This is an optimization exercise on Yosys and OpenROAD, whose aim is small area, a short achievable clock period and few clock cycles per item, not a production implementation. Where RTL was checked, it was by simulation tests only, not by an equivalence proof against the original.

## run 1
Design qubit_measure, start of the top module:
module qubit_measure (
    input  logic               clk,
    input  logic               rst,
    input  logic               in_valid,
    output logic               in_ready,
    input  logic signed [15:0] in_alpha,
    input  logic signed [15:0] in_beta,
    output logic               out_valid,
    input  logic               out_ready,
    output logic               out_bit,
    output logic [15:0]        out_alpha,
    output logic [15:0]        out_beta,
    output logic               out_err
);
For scale: roughly 2,500 cells after synthesis, roughly 72 I/O pins, about 28,000 um2 of cells after synthesis.
Settings: LEC_CHECK=0, CAP_MARGIN=20, CORE_MARGIN=2, CORE_UTILIZATION=60, SLEW_MARGIN=20, SYNTH_HIERARCHICAL=1, SYNTH_MINIMUM_KEEP_SIZE=0; clock period 11.0 ns.
standard.sh (not shown) runs the stock make flow with config.mk's settings and CLKGATE_MAP_FILE= SYNTH_SCRIPT=/design/flow/synth_recipe.tcl, a recipe that flattens the netlist after the stock synthesis.
==> flow/flow/run.sh <==
#!/bin/bash
# The standard layout (standard.sh) with timing repair aiming for extra
# setup slack, so that the achieved period is short. The clock period and
# constraints stay the design's.
set -euo pipefail
export SETUP_SLACK_MARGIN=7.6
export POST_SYNTH_TCL="$(pwd)/flow/downsize.tcl"
bash standard.sh > standard.log 2>&1
==> flow/flow/downsize.tcl <==
# Run after synthesis (POST_SYNTH_TCL): set every combinational cell that
# synthesis gave a drive strength above 1 to its drive-1 variant. The timing
# repair later sizes up what the critical paths need. Registers keep their
# cell type and size.
set n 0
foreach inst [get_cells *] {
  set m [get_property $inst ref_name]
  if {[regexp {^(sky130_fd_sc_hd__[a-z0-9]+)_([0-9]+)$} $m -> base sz] && $sz > 1} {
    if {[regexp {df|dl|sdf|edf|conb|clkbuf|clkinv|clkdly|tap|fill|decap} $base]} { continue }
    set cand "${base}_1"
    if {[llength [get_lib_cells -quiet */$cand]] > 0} {
      replace_cell $inst $cand
      incr n
    }
  }
}
puts "downsize: $n cells set to drive strength 1"
Here is what was changed in the inputs of run 2 compared with run 1.
- changing CORE_UTILIZATION from 60 to 40
- setting CTS_CLUSTER_SIZE to 60 for the first time
Run 2 vs run 1: average routed wire per standard cell down by a few percent
The final reports for run 2 and run 1 show total via count after detailed routing lower in the former.
Compared with run 1, run 2 improves final period demand of the worst path.
Looking only at critical path arrival, and setting everything else aside, the higher value of run 2 and run 1 goes to run 1.
Input-level comparison between run 3 and run 2:
- CTS_CLUSTER_DIAMETER now 100, previously not set
- CTS_CLUSTER_SIZE now 20, was 60
==> flow/flow/run.sh <==
#!/bin/bash
set -euo pipefail
export SETUP_SLACK_MARGIN=7.8
export POST_SYNTH_TCL="$(pwd)/flow/downsize.tcl"
bash standard.sh > standard.log 2>&1
Findings:
Looking at proportion of layout cells with a drive suffix above 1, run 3 sits 4.4 points higher than run 2 does.
[compare] base=run 2 new=run 3: time the worst path needs with I/O delays and setup increased 38 ps, proportion of cell area occupied by multi-input gates went up 0.46 points.
Clock skew delta for run 3 relative to run 2: 8.8 ps lower
Going from run 2 to run 3, worst setup slack now smaller, count of placed standard cells in the final layout, fillers left out closely matched the old numbers.
#### Input delta (run 4 over run 3)
- changing CTS_CLUSTER_DIAMETER from 100 to 120
- changing CTS_CLUSTER_SIZE from 20 to 25
==> flow/flow/run.sh <==
#!/bin/bash
# The standard layout (standard.sh) with timing repair aiming for extra
# setup slack, so that the achieved period is short. The clock period and
# constraints stay the design's.
set -euo pipefail
export SETUP_SLACK_MARGIN=7.6
export POST_SYNTH_TCL="$(pwd)/flow/downsize.tcl"
bash standard.sh > standard.log 2>&1
Findings:
- Run 4: all stages complete, timing, DRC and antenna checks passed
- For run 3, the beginning of the critical path was sa1_q[11]$_DFF_P_, unlike run 4, where it was sa0_q[14]$_DFF_P_.
- Run 4 has met2 wire length below what run 3 had.
- The higher non-clock buffer share of cell area of run 3 and run 4 is in run 3.
- Non-filler instance count after layout, run 4 vs run 3: down slightly
- Comparing run 3 and run 4, the higher total global-route track usage was measured on run 3.
- Route | run 4 vs run 3 | wire shorter in run 4
- Run 4 has more setup slack than run 3.
No run of this note included a check of the RTL's function; only the layout flow was run.


qubit_measure again, from the RTL that the note above started with.
export LEC_CHECK = 0
export CAP_MARGIN = 20
export CORE_MARGIN = 2
export CORE_UTILIZATION = 40
export CTS_CLUSTER_DIAMETER = 150
export CTS_CLUSTER_SIZE = 30
export SLEW_MARGIN = 20
export SYNTH_HIERARCHICAL = 1
export SYNTH_MINIMUM_KEEP_SIZE = 0
create_clock -name core_clock -period 11.0 [get_ports {clk}]
==> flow/flow/run.sh <==
#!/bin/bash
# The standard layout (standard.sh) with timing repair aiming for extra
# setup slack, so that the achieved period is short. The clock period and
# constraints stay the design's.
set -euo pipefail
export SETUP_SLACK_MARGIN=7.6
export POST_SYNTH_TCL="$(pwd)/flow/downsize.tcl"
bash standard.sh > standard.log 2>&1
Scripts as last shown in full above: flow/flow/downsize.tcl
==> next run, changes <==
CTS_CLUSTER_DIAMETER = not set   (was 150)
Result:
- The changed run produced a clean layout
- clock-buffer cell count is higher by 37
- utilization is higher by 1.2 points
- non-clock buffer count is lower by 7
- setup slack improved by 0.037 ns
- cell area is higher by a few percent
==> next run, changes <==
CTS_CLUSTER_DIAMETER = 100   (was not set)
CTS_CLUSTER_SIZE = 20   (was 30)
Effect:
- core utilization shrinks by 0.83 points
- area after synthesis is unchanged
- setup slack degrades by 0.019 ns
- sequential share of layout area grows by 0.42 points
- critical path depth is unchanged
==> next run, changes <==
CTS_CLUSTER_DIAMETER = not set   (was 100)
CTS_CLUSTER_SIZE = not set   (was 20)
Result: The changed run ran to the end with no violations; critical path depth stays the same; global-route usage increases by 0.41 points; clock-buffer cell count went up by 29; design area goes up slightly; utilization rose by 0.83 points; first-iteration DRC count goes down slightly.
No functional check of the RTL was part of any run of this note.


qubit_measure, a different RTL version from the one above (not shown whole).
Size: ~2500 cells after synthesis, roughly 72 I/O pins.
export LEC_CHECK = 0
export CAP_MARGIN = 20
export CORE_MARGIN = 2
export CORE_UTILIZATION = 40
export CTS_BUF_LIST = sky130_fd_sc_hd__clkbuf_8
export CTS_CLUSTER_DIAMETER = 100
export CTS_CLUSTER_SIZE = 15
export PLACE_DENSITY = 0.75
export SLEW_MARGIN = 20
export SYNTH_HIERARCHICAL = 1
export SYNTH_MINIMUM_KEEP_SIZE = 0
create_clock -name core_clock -period 11.0 [get_ports {clk}]
==> flow/flow/run.sh <==
#!/bin/bash
set -euo pipefail
export SETUP_SLACK_MARGIN=7.6
export BUFFER_PORTS_ARGS="-buffer_cell sky130_fd_sc_hd__buf_1"
export POST_SYNTH_TCL="$(pwd)/flow/downsize.tcl"
bash standard.sh > standard.log 2>&1
Scripts as last shown in full above: flow/flow/downsize.tcl
Testbench counts at the start, summed over its fixed seeds: cycles 2,088, items 2,048.
Next try:
==> flow/flow/run.sh (replaced) <==
#!/bin/bash
set -euo pipefail
export SETUP_SLACK_MARGIN=7.6
export POST_SYNTH_TCL="$(pwd)/flow/downsize.tcl"
bash standard.sh > standard.log 2>&1
Settings changed: CORE_UTILIZATION 40 to 45, CTS_CLUSTER_DIAMETER 100 to 80, CTS_CLUSTER_SIZE 15 to 12.
Result: The new run passed the timing, design-rule and antenna checks. Setup slack is worse by 0.018 ns. Hold slack is worse by 0.018 ns. Core utilization climbs by 5.7 points. Cell count drops by 3.2%. Routed wire length climbs by 2.8%. Final area climbs by 1.1%. Global-route usage climbs by 2.7 points. Sequential share of layout area drops by 0.35 points.
Next try:
Settings changed: CORE_UTILIZATION 45 to 40, CTS_CLUSTER_DIAMETER 80 to 100, CTS_CLUSTER_SIZE 12 to 15.
The new run ran to the end with no violations.
Wire length drops by 5.0%.
First-iteration DRC count increases by 7.9%.
Setup slack improves by 0.013 ns.
Count of clock-buffer cells in the layout goes down by 12.
Worst hold slack is worse by 0.0041 ns.
Cell area drops by 0.41%.
Fmax went up by 0.39%.
Next try:
Settings changed: CTS_CLUSTER_DIAMETER 100 to 80, CTS_CLUSTER_SIZE 15 to 12.
=> The new run completed without violations. Final area rises by 0.62%. Worst setup slack is better by 0.032 ns. Sequential cell count stays the same.


## violet
Another version of the RTL of qubit_measure (not shown whole).
For scale: ~2500 cells after synthesis, ~72 I/O pins, roughly 30000 um^2 of cells after synthesis.
## qubit_measure
module qubit_measure (
    input  logic               clk,
    input  logic               rst,
    input  logic               in_valid,
    output logic               in_ready,
    input  logic signed [15:0] in_alpha,
    input  logic signed [15:0] in_beta,
    output logic               out_valid,
    input  logic               out_ready,
    output logic               out_bit,
    output logic [15:0]        out_alpha,
    output logic [15:0]        out_beta,
    output logic               out_err
);
    localparam int LAT = 5;           
    localparam int D   = 7;           
    logic        acc, take, push, res_bit, res_err;
    logic [15:0] lfsr_q, lfsr_nx;
    logic [15:0] a_q, b_q;
    logic [4:1] v_q;
    logic [31:0] p0_d, t_d;
    logic [47:0] xa, xb;
    assign lfsr_nx = lfsr_q[0] ? ((lfsr_q >> 1) ^ 16'hB400) : (lfsr_q >> 1);
    always_ff @(posedge clk) begin
        if (rst) lfsr_q <= 16'hACE1;
        else     lfsr_q <= lfsr_nx;
    end
  ...
export LEC_CHECK = 0
export CAP_MARGIN = 20
export CORE_MARGIN = 2
export CORE_UTILIZATION = 40
export SLEW_MARGIN = 20
export SYNTH_HIERARCHICAL = 1
export SYNTH_MINIMUM_KEEP_SIZE = 0
create_clock -name core_clock -period 11.0 [get_ports {clk}]
==> flow/flow/run.sh <==
#!/bin/bash
# Standard layout, with timing repair aiming for extra setup slack.
cp standard.sh standard_sh_copy.txt
cp synth_recipe.tcl synth_recipe_copy.txt
export SETUP_SLACK_MARGIN=7.2
bash standard.sh > standard.log 2>&1
violet has completed all stages; timing, DRC and antenna checks passed.
Testbench counts of violet, summed over its fixed seeds: cycles 2,096, items 2,048.
Setup changes, violet to onyx
Settings: CTS_BUF_LIST newly set to sky130_fd_sc_hd__clkbuf_4 sky130_fd_sc_hd__clkbuf_8.
==> flow/run.sh (new file) <==
#!/bin/bash
# synth_recipe.tcl (not shown) runs the flow's synth.tcl, then flattens the netlist and writes it again
# the make line also repeats each setting of config.mk as NAME=value (left out here)
make -C /OpenROAD-flow-scripts/flow DESIGN_CONFIG=/design/flow/config.mk WORK_HOME=/design/flow/orfs CLKGATE_MAP_FILE= SYNTH_SCRIPT=/design/flow/synth_recipe.tcl finish
removed: flow/flow/run.sh
removed: flow/standard.sh
## What came out
No stage failed in onyx, and the final checks on the layout all came back clean.
Fraction of met3 tracks used by global routing, onyx and violet, higher one = violet.
onyx ended up with rdy_q as its termination of the worst setup path; violet ended up with xb_q[23].
Of onyx and violet, onyx shows the higher overall routing resource usage, with violet below it.
From violet to onyx the numbers moved as follows: minimum setup slack after placement went down 23 ps; placed standard-cell area roughly the same; slew at the pin with the worst max-slew slack rose by 16 ps.
Area growth from synthesis to final layout came out higher on onyx than on violet.
Between violet and onyx, the flow reports detailed-route wire length increasing slightly.
For cedar, these inputs were changed with respect to onyx:
Settings: CTS_BUF_LIST no longer set, was sky130_fd_sc_hd__clkbuf_4 sky130_fd_sc_hd__clkbuf_8.
For onyx and cedar, there was not a single run that failed to finish clean.
The worst setup slack in cedar was lower than what onyx gave.
Summary: with onyx as the reference, summed area of non-filler cells in the final layout in cedar moved down slightly.
There was hardly any difference in post-synthesis simple-gate area fraction between cedar and onyx.
Summary of cedar over onyx: via count down about 1.6%, non-filler instance count after layout down 53, required time of the critical path down 70 ps.
The run with more routed wire is onyx, not cedar.
cedar vs onyx on time the final worst path needs with I/O delays and setup: cedar is the higher one.
cedar packs its core more loosely than onyx.
Input-level comparison between lagoon and cedar:
==> flow/flow/run.sh (new file) <==
#!/bin/bash
# Standard layout (the standard.sh), with timing repair aiming for extra
# setup slack so that the achieved period is short. The clock period and
# constraints are the design's.
set -euo pipefail
export SETUP_SLACK_MARGIN=7.6
bash standard.sh > standard.log 2>&1
==> flow/standard.sh (new file) <==
#!/bin/bash
# synth_recipe.tcl (not shown) runs the flow's synth.tcl, then flattens the netlist and writes it again
# the make line also repeats each setting of config.mk as NAME=value (left out here)
make -C /OpenROAD-flow-scripts/flow DESIGN_CONFIG=/design/flow/config.mk WORK_HOME=/design/flow/orfs CLKGATE_MAP_FILE= SYNTH_SCRIPT=/design/flow/synth_recipe.tcl "${@:-finish}"
removed: flow/run.sh
t_q[19] as the destination of the critical timing path was reported by lagoon, and rdy_q by cedar.
Compare lagoon and cedar | first-pass GRT wire length higher: lagoon
A launching element of the worst setup path of out_ready is what cedar shows, while sa0_q[12] belongs to lagoon.
Cmp lagoon vs cedar: initial antenna violation count lower in lagoon
Cmp lagoon vs cedar: setup slack higher in lagoon
lagoon vs cedar on arrival time of data at the critical path endpoint: lagoon is the lower one.
--- input diff lagoon..quartz ---
-- flow/flow/run.sh --
<<< lagoon, line 5
set -euo pipefail
export SETUP_SLACK_MARGIN=7.6
bash standard.sh > standard.log 2>&1
>>> quartz, line 5
set -euo pipefail
export SETUP_SLACK_MARGIN=8.0
bash standard.sh > standard.log 2>&1
[summary]
quartz gives less data arrival time of the worst path than lagoon did.
Of lagoon and quartz, the higher fraction of area in multi-input gates belongs to lagoon.
Looking at the reports, quartz completed the entire flow and the layout it produced met the timing, design-rule and antenna checks.
In the reports for lagoon and quartz, the smaller aggregate routed wire length belongs to lagoon.
quartz ended up with a higher worst path setup slack after routing than lagoon did.
On post-synthesis to final-layout area growth: quartz sits above lagoon.

## separate check: timing with driven ports
In the flow no input, the clock included, has a driving cell. The finished layouts below were timed again as built, in two steps. Step 1: set_driving_cell puts a clkbuf_16 on clk and a buf_2 on each other input, an assumption about the parent block. Step 2 adds t to the input delays and takes it off the output delays; t is the mean of the earliest and latest rising clock arrival at the registers after step 1. Input paths then give back, and output paths get back, about the clock's delay inside the block. Slacks: ideal ports / drivers / drivers and shift; pairs: ideal ports / drivers.
run | t (ns) | slack for setup (ns) | worst setup path at the end
run 1 | 0.627 | 7.310 / 7.310 / 7.253 | input to register
run 2 | 0.631 | 7.428 / 7.428 / 7.247 | input to register
run 3 | 0.635 | 7.390 / 7.390 / 7.296 | input to register
run 4 | 0.609 | 7.416 / 7.416 / 7.271 | input to register
the first run of note 2 | 0.605 | 7.390 / 7.390 / 7.265 | input to register
the second run of note 2 | 0.631 | 7.427 / 7.427 / 7.247 | input to register
the third run of note 2 | 0.647 | 7.408 / 7.408 / 7.261 | input to register
the fourth run of note 2 | 0.631 | 7.427 / 7.427 / 7.247 | input to register
the first run of note 3 | 0.714 | 7.643 / 7.592 / 7.206 | input to register
the second run of note 3 | 0.674 | 7.626 / 7.575 / 7.051 | input to register
the third run of note 3 | 0.708 | 7.639 / 7.587 / 7.086 | input to register
the fourth run of note 3 | 0.676 | 7.671 / 7.632 / 7.058 | input to register
violet | 0.649 | 7.228 / 7.228 / 6.755 | input to register
onyx | 0.712 | 6.711 / 6.740 / 6.028 | input to register
cedar | 0.643 | 6.640 / 6.675 / 6.032 | input to register
lagoon | 0.639 | 7.556 / 7.556 / 7.170 | input to register
quartz | 0.657 | 7.630 / 7.569 / 7.510 | input to register
After both steps every run listed still meets setup and hold. The setup slack of onyx, which loses most, moves by +0.029 ns with the drivers and by -0.683 ns with both steps.
